What follows belongs to an exercise in optimizing a design on an open flow for a short achievable clock period and few clock cycles; a production flow would make more cautious choices. Only simulation tests tie the RTL to the original design; equivalence was not proved.

==> tundra <==
## multicycle_cpu
module multicycle_cpu #(
  parameter int              XLEN     = cpu_pkg::XLEN_DEFAULT,
  parameter int              NREG     = 32,
  parameter logic [XLEN-1:0] RESET_PC = '0
) (
  input  logic              Clock,
  input  logic              Reset,
  output logic              imem_req,
  output logic [XLEN-1:0]   imem_addr,
  input  logic              imem_ready,
  input  logic [31:0]       imem_rdata,
  output logic              dmem_req,
  output logic              dmem_we,
  output logic [XLEN-1:0]   dmem_addr,
  output logic [XLEN-1:0]   dmem_wdata,
  input  logic              dmem_ready,
  input  logic [XLEN-1:0]   dmem_rdata,
  output logic [XLEN-1:0]   Result,
  output logic [XLEN-1:0]   Addr,
  output logic              retire,
  output logic              halted
);
clock: 6.0 ns
lec_check: 0
cap_margin: 20
core_area: 2.3 2.72 382.26 383.52
die_area: 0 0 386.24 386.24
place_density: 0.6
setup_slack_margin: 3.2
slew_margin: 20
standard.sh (not shown) runs the stock make flow with config.mk's settings and CLKGATE_MAP_FILE= SYNTH_SCRIPT=/design/flow/synth_recipe.tcl, a recipe that flattens the netlist after the stock synthesis.
==> flow/flow/run.sh <==
#!/bin/bash
# The standard layout (standard.sh) with three changes, none to the flip-flops:
#  - Yosys's ABC maps the combinational logic with a delay-driven script
#    (abc_speed.script here) instead of ORFS's;
#  - adders are left to ABC rather than mapped to full-adder cells first
#    (ADDER_MAP_FILE empty);
#  - the port buffers are buf_8 cells instead of the smallest buffer.
# Every tool's output goes to the ORFS logs under orfs/logs; make's own
# output goes to orfs_make.log here.
set -euo pipefail
here=$(pwd)
rm -rf "$here/scripts_abc"
cp -r "$FLOW_HOME/scripts" "$here/scripts_abc"
chmod -R u+w "$here/scripts_abc"
cp "$here/flow/abc_speed.script" "$here/scripts_abc/abc_speed.script"
bash standard.sh SCRIPTS_DIR="$here/scripts_abc" ADDER_MAP_FILE= \
  BUFFER_PORTS_ARGS="-buffer_cell sky130_fd_sc_hd__buf_8" finish > "$here/orfs_make.log" 2>&1
==> flow/flow/abc_speed.script <==
strash
if -g
strash
dch -f
map -D 1000
topo
buffer -c
upsize -c
dnsize -c
==> inputs of yarrow, as changes to tundra <==
--- a/flow/design.v
+++ b/flow/design.v
@@ -49,14 +49,14 @@
 module regfile #(
   parameter int XLEN = 32,
   parameter int NREG = 32
 ) (
   input  logic            clk,
   input  logic            rst_n,
-  input  logic [4:0]      raddr1,
-  input  logic [4:0]      raddr2,
+  input  logic [31:0]     rsel1,
+  input  logic [31:0]     rsel2,
   output logic [XLEN-1:0] rdata1,
   output logic [XLEN-1:0] rdata2,
   input  logic            we,
   input  logic [4:0]      waddr,
   input  logic [XLEN-1:0] wdata
 );
@@ -83,14 +83,23 @@
       end else begin : g_zero
         assign regs[gi]  = '0;
         assign valid[gi] = 1'b0;
       end
     end
   endgenerate
-  assign rdata1 = valid[raddr1] ? regs[raddr1] : '0;
-  assign rdata2 = valid[raddr2] ? regs[raddr2] : '0;
+  logic [31:0] sel1, sel2;
+  assign sel1 = rsel1 & valid;
+  assign sel2 = rsel2 & valid;
+  always_comb begin
+    rdata1 = '0;
+    rdata2 = '0;
+    for (int i = 1; i < 32; i++) begin
+      rdata1 = rdata1 | ({XLEN{sel1[i]}} & regs[i]);
+      rdata2 = rdata2 | ({XLEN{sel2[i]}} & regs[i]);
+    end
+  end
 endmodule
 module multicycle_cpu #(
   parameter int              XLEN     = cpu_pkg::XLEN_DEFAULT,
   parameter int              NREG     = 32,
   parameter logic [XLEN-1:0] RESET_PC = '0
 ) (
@@ -130,34 +139,42 @@
   logic [XLEN-1:0] pc3, a3, bx3, addr3;
   logic [4:0]      dest3;
   logic [XLEN-1:0] res_reg;        
   logic            wr4;            
   logic [4:0]      dest4;
   logic [XLEN-1:0] wd3;            
-  logic [XLEN-1:0] pcp4, jtgt1, tgt1, rdata1, rdata2;
+  logic            vD;             
+  logic [31:0]     ir1;            
+  logic [XLEN-1:0] pc1, tgt1;      
+  logic [31:0]     rsel1, rsel2;   
+  logic [XLEN-1:0] pcp4, jtgtF, tgtF;
+  logic            fetchF, jF, legalF;
+  assign pcp4   = {cpu_pkg::ks_add({2'b00, pc_reg[XLEN-1:2]}, 32'd0, 1'b1), 2'b00};
+  assign fetchF = fetch_en && imem_ready;
+  assign jF     = (imem_rdata[31:26] == cpu_pkg::OP_J);
+  assign legalF = cpu_pkg::is_legal(imem_rdata[31:26], imem_rdata[5:0]);
+  assign jtgtF  = {pcp4[XLEN-1:28], imem_rdata[25:0], 2'b00};
+  logic [31:0] tgtcF;
+  assign tgtcF = cpu_pkg::ks_add({2'b00, pc_reg[XLEN-1:2]},
+                                 {{(XLEN-14){imem_rdata[15]}}, imem_rdata[15:0]}, 1'b1);
+  assign tgtF  = {tgtcF[XLEN-3:0], 2'b00};
+  logic [XLEN-1:0] rdata1, rdata2;
   logic [5:0]      op1, fn1;
   logic [4:0]      rs1, rt1, rd1, dest1;
-  logic            r1, addi1, lw1, sw1, beq1, j1, legal1;
-  assign pcp4  = {cpu_pkg::ks_add({2'b00, pc_reg[XLEN-1:2]}, 32'd0, 1'b1), 2'b00};
-  assign op1   = imem_rdata[31:26];
-  assign fn1   = imem_rdata[5:0];
-  assign rs1   = imem_rdata[25:21];
-  assign rt1   = imem_rdata[20:16];
-  assign rd1   = imem_rdata[15:11];
-  assign jtgt1 = {pcp4[XLEN-1:28], imem_rdata[25:0], 2'b00};
-  logic [31:0] tgtc1;
-  assign tgtc1 = cpu_pkg::ks_add({2'b00, pc_reg[XLEN-1:2]},
-                                 {{(XLEN-14){imem_rdata[15]}}, imem_rdata[15:0]}, 1'b1);
-  assign tgt1  = {tgtc1[XLEN-3:0], 2'b00};
+  logic            r1, addi1, lw1, sw1, beq1, legal1;
+  assign op1   = ir1[31:26];
+  assign fn1   = ir1[5:0];
+  assign rs1   = ir1[25:21];
+  assign rt1   = ir1[20:16];
+  assign rd1   = ir1[15:11];
   assign legal1 = cpu_pkg::is_legal(op1, fn1);
   assign r1     = (op1 == cpu_pkg::OP_RTYPE);
   assign addi1  = (op1 == cpu_pkg::OP_ADDI);
   assign lw1    = (op1 == cpu_pkg::OP_LW);
   assign sw1    = (op1 == cpu_pkg::OP_SW);
   assign beq1   = (op1 == cpu_pkg::OP_BEQ);
-  assign j1     = (op1 == cpu_pkg::OP_J);
   assign dest1  = r1 ? rd1 : ((addi1 || lw1) ? rt1 : 5'd0);
   logic [XLEN-1:0] sum3, alu3, wval3;
   logic            dstall, done3;
   assign sum3  = cpu_pkg::ks_add(a3, bx3, cin3);
   assign alu3  = ({XLEN{selsum3}} & sum3)
                | ({XLEN{seland3}} & (a3 & bx3))
@@ -166,14 +183,14 @@
   assign wval3 = lw3 ? dmem_rdata : alu3;
   assign dstall = ret_m3 && !dmem_ready;
   assign done3  = v3 && !dstall;
   regfile #(.XLEN(XLEN), .NREG(NREG)) u_regfile (
     .clk    (Clock),
     .rst_n  (Reset),
-    .raddr1 (rs1),
-    .raddr2 (rt1),
+    .rsel1  (rsel1),
+    .rsel2  (rsel2),
     .rdata1 (rdata1),
     .rdata2 (rdata2),
     .we     (wr4),
     .waddr  (dest4),
     .wdata  (res_reg)
   );
@@ -184,24 +201,28 @@
   logic            lt2;
   logic [XLEN-1:0] sa2, sb2;
   assign sa2 = m3a ? dmem_rdata : a2;
   assign sb2 = m3b ? dmem_rdata : b2;
   assign lt2 = $signed(sa2) < $signed(sb2);
   assign hold2 = v2 && hz2;
-  assign adv2  = !dstall && !hold2 && !(v2 && halt2);
+  logic adv2n;
+  assign adv2n = !hold2 && !(v2 && halt2);
+  assign adv2  = adv2n && !dstall;
   function automatic logic s3_eq(input logic [XLEN-1:0] y);
     s3_eq = 1'b0;
     if (seland3) s3_eq = ((a3 & bx3) == y);
     if (selor3)  s3_eq = ((a3 | bx3) == y);
     if (selslt3) s3_eq = (y[XLEN-1:1] == '0) && (y[0] == lt3);
     if (selsum3) s3_eq = cpu_pkg::sum_eq(a3, bx3, cin3, y);
   endfunction
   assign eqa2 = s3_eq(b2);
   assign eqb2 = s3_eq(a2);
   assign eq2 = same2 || (m3a && eqa2) || (m3b && eqb2) || (!m3a && !m3b && a2 == b2);
-  assign taken2 = v2 && beq2 && eq2 && !hold2 && !dstall;
+  logic taken2n;
+  assign taken2n = v2 && beq2 && eq2 && !hold2;
+  assign taken2  = taken2n && !dstall;
   logic z2, z2_ok, res1, taken1;
   always_comb begin
     z2 = 1'b0;
     if (seland2) z2 = ((a2 & b2) == '0);
     if (selor2)  z2 = ((a2 | b2) == '0);
     if (selslt2) z2 = !($signed(a2) < $signed(b2));   
@@ -209,77 +230,96 @@
                      : (inv2 ? (a2 == b2) : cpu_pkg::sum_eq(a2, b2, 1'b0, '0));
   end
   assign z2_ok  = v2 && dest2 != 5'd0
                && (seland2 || selor2 || selsum2 || selslt2) && !m3a && (addi2 || !m3b);
   assign res1   = beq1 && z2_ok && ((rt1 == 5'd0 && rs1 == dest2) || (rs1 == 5'd0 && rt1 == dest2));
   assign taken1 = res1 && z2;
-  logic fetch1;
+  logic advFn, advF;
   logic v2_n, halt2_n, v3_n, mem3_n, hreg_n;
-  assign fetch1  = fetch_en && imem_ready;
-  assign v2_n    = adv2 ? (fetch1 && !taken2) : v2;
-  assign halt2_n = adv2 ? !legal1 : halt2;
-  assign v3_n    = dstall ? v3 : (adv2 && v2);
-  assign mem3_n  = adv2 ? (lw2 || sw2) : (lw3 || sw3);
-  assign hreg_n  = hreg || (v2 && halt2 && !dstall);
+  assign advFn   = adv2n || !vD;
+  assign advF    = advFn && !dstall;
+  assign v2_n    = adv2n ? (vD && !taken2n) : v2;
+  assign halt2_n = adv2n ? !legal1 : halt2;
+  assign v3_n    = adv2n && v2;
+  assign mem3_n  = adv2n ? (lw2 || sw2) : (lw3 || sw3);
+  assign hreg_n  = hreg || (v2 && halt2);
   logic m3a_n, m3b_n;
   assign m3a_n = v2 && dest2 != 5'd0 && dest2 == rs1;
   assign m3b_n = v2 && dest2 != 5'd0 && dest2 == rt1 && (r1 || sw1 || beq1);
   logic byp_a1, byp_b1, bypw_a1, bypw_b1, cap_a2, cap_b2;
   logic [XLEN-1:0] rd_a1, rd_b1;
-  assign byp_a1  = wr3 && !dstall && dest3 == rs1;
-  assign byp_b1  = wr3 && !dstall && dest3 == rt1;
+  assign byp_a1  = wr3 && dest3 == rs1;
+  assign byp_b1  = wr3 && dest3 == rt1;
   assign bypw_a1 = wr4 && dest4 == rs1;
   assign bypw_b1 = wr4 && dest4 == rt1;
   assign rd_a1   = bypw_a1 ? res_reg : rdata1;
   assign rd_b1   = bypw_b1 ? res_reg : rdata2;
   assign cap_a2 = m3a && !dstall;
   assign cap_b2 = m3b && !dstall;
   always_ff @(posedge Clock) begin
     if (!Reset) begin
       pc_reg     <= RESET_PC;
       fetch_en   <= 1'b1;
       hreg       <= 1'b0;
       halted_reg <= 1'b0;
-      v2 <= 1'b0; halt2 <= 1'b0;
+      vD <= 1'b0; v2 <= 1'b0; halt2 <= 1'b0;
       m3a <= 1'b0; m3b <= 1'b0; hz2 <= 1'b0;
       v3 <= 1'b0; wr3 <= 1'b0; lw3 <= 1'b0; sw3 <= 1'b0; wr4 <= 1'b0;
       ret_nm3 <= 1'b0; ret_m3 <= 1'b0;
       res_reg <= '0;
+    end else if (dstall) begin
+      wr4 <= 1'b0;
     end else begin
       hreg       <= hreg_n;
       halted_reg <= hreg_n || (v2_n && halt2_n && !(v3_n && mem3_n));
       v2         <= v2_n;
       v3         <= v3_n;
       ret_nm3    <= v3_n && !mem3_n;
       ret_m3     <= v3_n && mem3_n;
-      if (done3 && res3) res_reg <= wval3;
-      wr4 <= wr3 && !dstall;
-      if (adv2) begin
+      if (v3 && res3) res_reg <= wval3;
+      wr4 <= wr3;
+      if (adv2n) begin
         lw3   <= lw2;
         sw3   <= sw2;
         wr3   <= v2 && dest2 != 5'd0;
         halt2 <= !legal1;
         m3a   <= m3a_n;
         m3b   <= m3b_n;
         hz2   <= ((lw1 || sw1) && m3a_n) || (beq1 && !res1 && lw2 && (m3a_n || m3b_n))
               || (r1 && fn1 == cpu_pkg::FN_SLT && !lw2 && (m3a_n || m3b_n));
-      end else if (!dstall) begin
+      end else begin
         wr3 <= 1'b0;
         m3a <= 1'b0;
         m3b <= 1'b0;
         hz2 <= 1'b0;
       end
-      if (taken2)
-        pc_reg <= tgt2;
-      else if (adv2 && fetch1) begin
-        pc_reg <= j1 ? jtgt1 : (taken1 ? tgt1 : pcp4);
-        if (!legal1) fetch_en <= 1'b0;
+      if (taken2n) begin
+        pc_reg   <= tgt2;
+        vD       <= 1'b0;
+        fetch_en <= 1'b1;
+      end else if (adv2n && vD && taken1) begin
+        pc_reg   <= tgt1;
+        vD       <= 1'b0;
+        fetch_en <= 1'b1;
+      end else if (advFn) begin
+        vD <= fetchF;
+        if (fetchF) begin
+          pc_reg <= jF ? jtgtF : pcp4;
+          if (!legalF) fetch_en <= 1'b0;
+        end
       end
     end
   end
   always_ff @(posedge Clock) begin
+    if (advF) begin
+      ir1   <= imem_rdata;
+      pc1   <= pc_reg;
+      tgt1  <= tgtF;
+      rsel1 <= 32'd1 << imem_rdata[25:21];
+      rsel2 <= 32'd1 << imem_rdata[20:16];
+    end
     if (adv2) begin
       res3    <= res2;
       cin3    <= inv2;
       selsum3 <= selsum2;
       seland3 <= seland2;
       selor3  <= selor2;
@@ -302,18 +342,18 @@
       addi2   <= addi1;
       inv2    <= r1 && fn1 == cpu_pkg::FN_SUB;
       selsum2 <= addi1 || (r1 && (fn1 == cpu_pkg::FN_ADD || fn1 == cpu_pkg::FN_SUB));
       seland2 <= r1 && fn1 == cpu_pkg::FN_AND;
       selor2  <= r1 && fn1 == cpu_pkg::FN_OR;
       selslt2 <= r1 && fn1 == cpu_pkg::FN_SLT;
-      pc2     <= pc_reg;
+      pc2     <= pc1;
       tgt2    <= tgt1;
       rs2     <= rs1;
       rt2     <= rt1;
       dest2   <= dest1;
-      imm2    <= imem_rdata[15:0];
+      imm2    <= ir1[15:0];
       a2      <= byp_a1 ? wval3 : rd_a1;
       b2      <= byp_b1 ? wval3 : rd_b1;
     end else begin
       if (cap_a2) a2 <= wval3;
       if (cap_b2) b2 <= wval3;
     end
- CORE_AREA: 2.3 2.72 382.26 383.52 -> 2.3 2.72 436.54 437.92
- DIE_AREA: 0 0 386.24 386.24 -> 0 0 440.64 440.64
==> inputs of onyx, as changes to tundra <==
--- a/flow/design.v
+++ b/flow/design.v
@@ -184,24 +184,28 @@
   logic            lt2;
   logic [XLEN-1:0] sa2, sb2;
   assign sa2 = m3a ? dmem_rdata : a2;
   assign sb2 = m3b ? dmem_rdata : b2;
   assign lt2 = $signed(sa2) < $signed(sb2);
   assign hold2 = v2 && hz2;
-  assign adv2  = !dstall && !hold2 && !(v2 && halt2);
+  logic adv2n;
+  assign adv2n = !hold2 && !(v2 && halt2);
+  assign adv2  = adv2n && !dstall;
   function automatic logic s3_eq(input logic [XLEN-1:0] y);
     s3_eq = 1'b0;
     if (seland3) s3_eq = ((a3 & bx3) == y);
     if (selor3)  s3_eq = ((a3 | bx3) == y);
     if (selslt3) s3_eq = (y[XLEN-1:1] == '0) && (y[0] == lt3);
     if (selsum3) s3_eq = cpu_pkg::sum_eq(a3, bx3, cin3, y);
   endfunction
   assign eqa2 = s3_eq(b2);
   assign eqb2 = s3_eq(a2);
   assign eq2 = same2 || (m3a && eqa2) || (m3b && eqb2) || (!m3a && !m3b && a2 == b2);
-  assign taken2 = v2 && beq2 && eq2 && !hold2 && !dstall;
+  logic taken2n;
+  assign taken2n = v2 && beq2 && eq2 && !hold2;
+  assign taken2  = taken2n && !dstall;
   logic z2, z2_ok, res1, taken1;
   always_comb begin
     z2 = 1'b0;
     if (seland2) z2 = ((a2 & b2) == '0);
     if (selor2)  z2 = ((a2 | b2) == '0);
     if (selslt2) z2 = !($signed(a2) < $signed(b2));   
@@ -212,24 +216,24 @@
                && (seland2 || selor2 || selsum2 || selslt2) && !m3a && (addi2 || !m3b);
   assign res1   = beq1 && z2_ok && ((rt1 == 5'd0 && rs1 == dest2) || (rs1 == 5'd0 && rt1 == dest2));
   assign taken1 = res1 && z2;
   logic fetch1;
   logic v2_n, halt2_n, v3_n, mem3_n, hreg_n;
   assign fetch1  = fetch_en && imem_ready;
-  assign v2_n    = adv2 ? (fetch1 && !taken2) : v2;
-  assign halt2_n = adv2 ? !legal1 : halt2;
-  assign v3_n    = dstall ? v3 : (adv2 && v2);
-  assign mem3_n  = adv2 ? (lw2 || sw2) : (lw3 || sw3);
-  assign hreg_n  = hreg || (v2 && halt2 && !dstall);
+  assign v2_n    = adv2n ? (fetch1 && !taken2n) : v2;
+  assign halt2_n = adv2n ? !legal1 : halt2;
+  assign v3_n    = adv2n && v2;
+  assign mem3_n  = adv2n ? (lw2 || sw2) : (lw3 || sw3);
+  assign hreg_n  = hreg || (v2 && halt2);
   logic m3a_n, m3b_n;
   assign m3a_n = v2 && dest2 != 5'd0 && dest2 == rs1;
   assign m3b_n = v2 && dest2 != 5'd0 && dest2 == rt1 && (r1 || sw1 || beq1);
   logic byp_a1, byp_b1, bypw_a1, bypw_b1, cap_a2, cap_b2;
   logic [XLEN-1:0] rd_a1, rd_b1;
-  assign byp_a1  = wr3 && !dstall && dest3 == rs1;
-  assign byp_b1  = wr3 && !dstall && dest3 == rt1;
+  assign byp_a1  = wr3 && dest3 == rs1;
+  assign byp_b1  = wr3 && dest3 == rt1;
   assign bypw_a1 = wr4 && dest4 == rs1;
   assign bypw_b1 = wr4 && dest4 == rt1;
   assign rd_a1   = bypw_a1 ? res_reg : rdata1;
   assign rd_b1   = bypw_b1 ? res_reg : rdata2;
   assign cap_a2 = m3a && !dstall;
   assign cap_b2 = m3b && !dstall;
@@ -241,39 +245,41 @@
       halted_reg <= 1'b0;
       v2 <= 1'b0; halt2 <= 1'b0;
       m3a <= 1'b0; m3b <= 1'b0; hz2 <= 1'b0;
       v3 <= 1'b0; wr3 <= 1'b0; lw3 <= 1'b0; sw3 <= 1'b0; wr4 <= 1'b0;
       ret_nm3 <= 1'b0; ret_m3 <= 1'b0;
       res_reg <= '0;
+    end else if (dstall) begin
+      wr4 <= 1'b0;
     end else begin
       hreg       <= hreg_n;
       halted_reg <= hreg_n || (v2_n && halt2_n && !(v3_n && mem3_n));
       v2         <= v2_n;
       v3         <= v3_n;
       ret_nm3    <= v3_n && !mem3_n;
       ret_m3     <= v3_n && mem3_n;
-      if (done3 && res3) res_reg <= wval3;
-      wr4 <= wr3 && !dstall;
-      if (adv2) begin
+      if (v3 && res3) res_reg <= wval3;
+      wr4 <= wr3;
+      if (adv2n) begin
         lw3   <= lw2;
         sw3   <= sw2;
         wr3   <= v2 && dest2 != 5'd0;
         halt2 <= !legal1;
         m3a   <= m3a_n;
         m3b   <= m3b_n;
         hz2   <= ((lw1 || sw1) && m3a_n) || (beq1 && !res1 && lw2 && (m3a_n || m3b_n))
               || (r1 && fn1 == cpu_pkg::FN_SLT && !lw2 && (m3a_n || m3b_n));
-      end else if (!dstall) begin
+      end else begin
         wr3 <= 1'b0;
         m3a <= 1'b0;
         m3b <= 1'b0;
         hz2 <= 1'b0;
       end
-      if (taken2)
+      if (taken2n)
         pc_reg <= tgt2;
-      else if (adv2 && fetch1) begin
+      else if (adv2n && fetch1) begin
         pc_reg <= j1 ? jtgt1 : (taken1 ? tgt1 : pcp4);
         if (!legal1) fetch_en <= 1'b0;
       end
     end
   end
   always_ff @(posedge Clock) begin
- SETUP_SLACK_MARGIN: 3.2 -> 2.9
==> results.cfg <==
[run_status]
outcome = no timing/DRC/antenna violations

[detailed_routing]
totalWireLength_um = 498300

[setup_path]
crit_cells = 16

[global_route]
grt_pass1_wl_um = 654400

[synthesis]
ys_types = 85

[floorplan]
start_util_pct = 43.43
(the above is from yarrow)
==> results.cfg <==
[run_status]
outcome = no timing/DRC/antenna violations

[detailed_routing]
totalWireLength_um = 408800

[setup_path]
crit_cells = 16

[global_route]
grt_pass1_wl_um = 537400

[synthesis]
ys_types = 77
(the above is from tundra)
==> results.cfg <==
[placed_design]
placed_cells = 9865

[detailed_routing]
totalWireLength_um = 395000

[hold_path]
min_delay_path_depth = 0

[global_route]
grt_pass1_wl_um = 535700

[power_and_ir_drop]
pwr.group.clock_mw = 10.1

[setup_path]
crit_buf_inv = 4

[timing]
finalClockSkew_ps = 48.07

[run_status]
outcome = no timing/DRC/antenna violations

[synthesis]
ys_types = 81

[floorplan]
rows = 140
(the above is from onyx)
Testbench counts of tundra, summed over its fixed seeds: cycles 16,229.
Testbench counts of yarrow, summed over its fixed seeds: cycles 16,907.
Testbench counts of onyx, summed over its fixed seeds: cycles 16,229.

[port drivers added, routing unchanged]
The flow's constraints put no driver on any port. The routed layouts listed below were extracted and timed again, unchanged, in two steps.
Step 1 assumes that a clkbuf_16 drives the clock port and a buf_2 every other input.
Step 2 moves the port delays by t, midway between the first and last clock arrival at a register: inputs arrive t later, outputs are due t later. That takes back most of the time a late clock gives input paths.
Three values: ideal ports, drivers, drivers and shift; two values: the first two.
run | t, ns | setup slack, ns | clock arrival spread, ns | slew at the worst register clock pin (ns) | pins driven straight from the clock port
tundra | 0.928 | 2.623 / 2.623 / 1.711 | 0.060 / 0.059 | 0.07 / 0.07 | 1
yarrow | 0.964 | 2.325 / 2.325 / 2.212 | 0.074 / 0.074 | 0.07 / 0.07 | 1
onyx | 0.924 | 2.531 / 2.531 / 1.778 | 0.049 / 0.048 | 0.07 / 0.07 | 1
After both steps setup and hold are still met in every run listed. For tundra, which loses most, drivers alone change the setup slack by 0.000 ns; drivers and shift together by -0.912 ns.
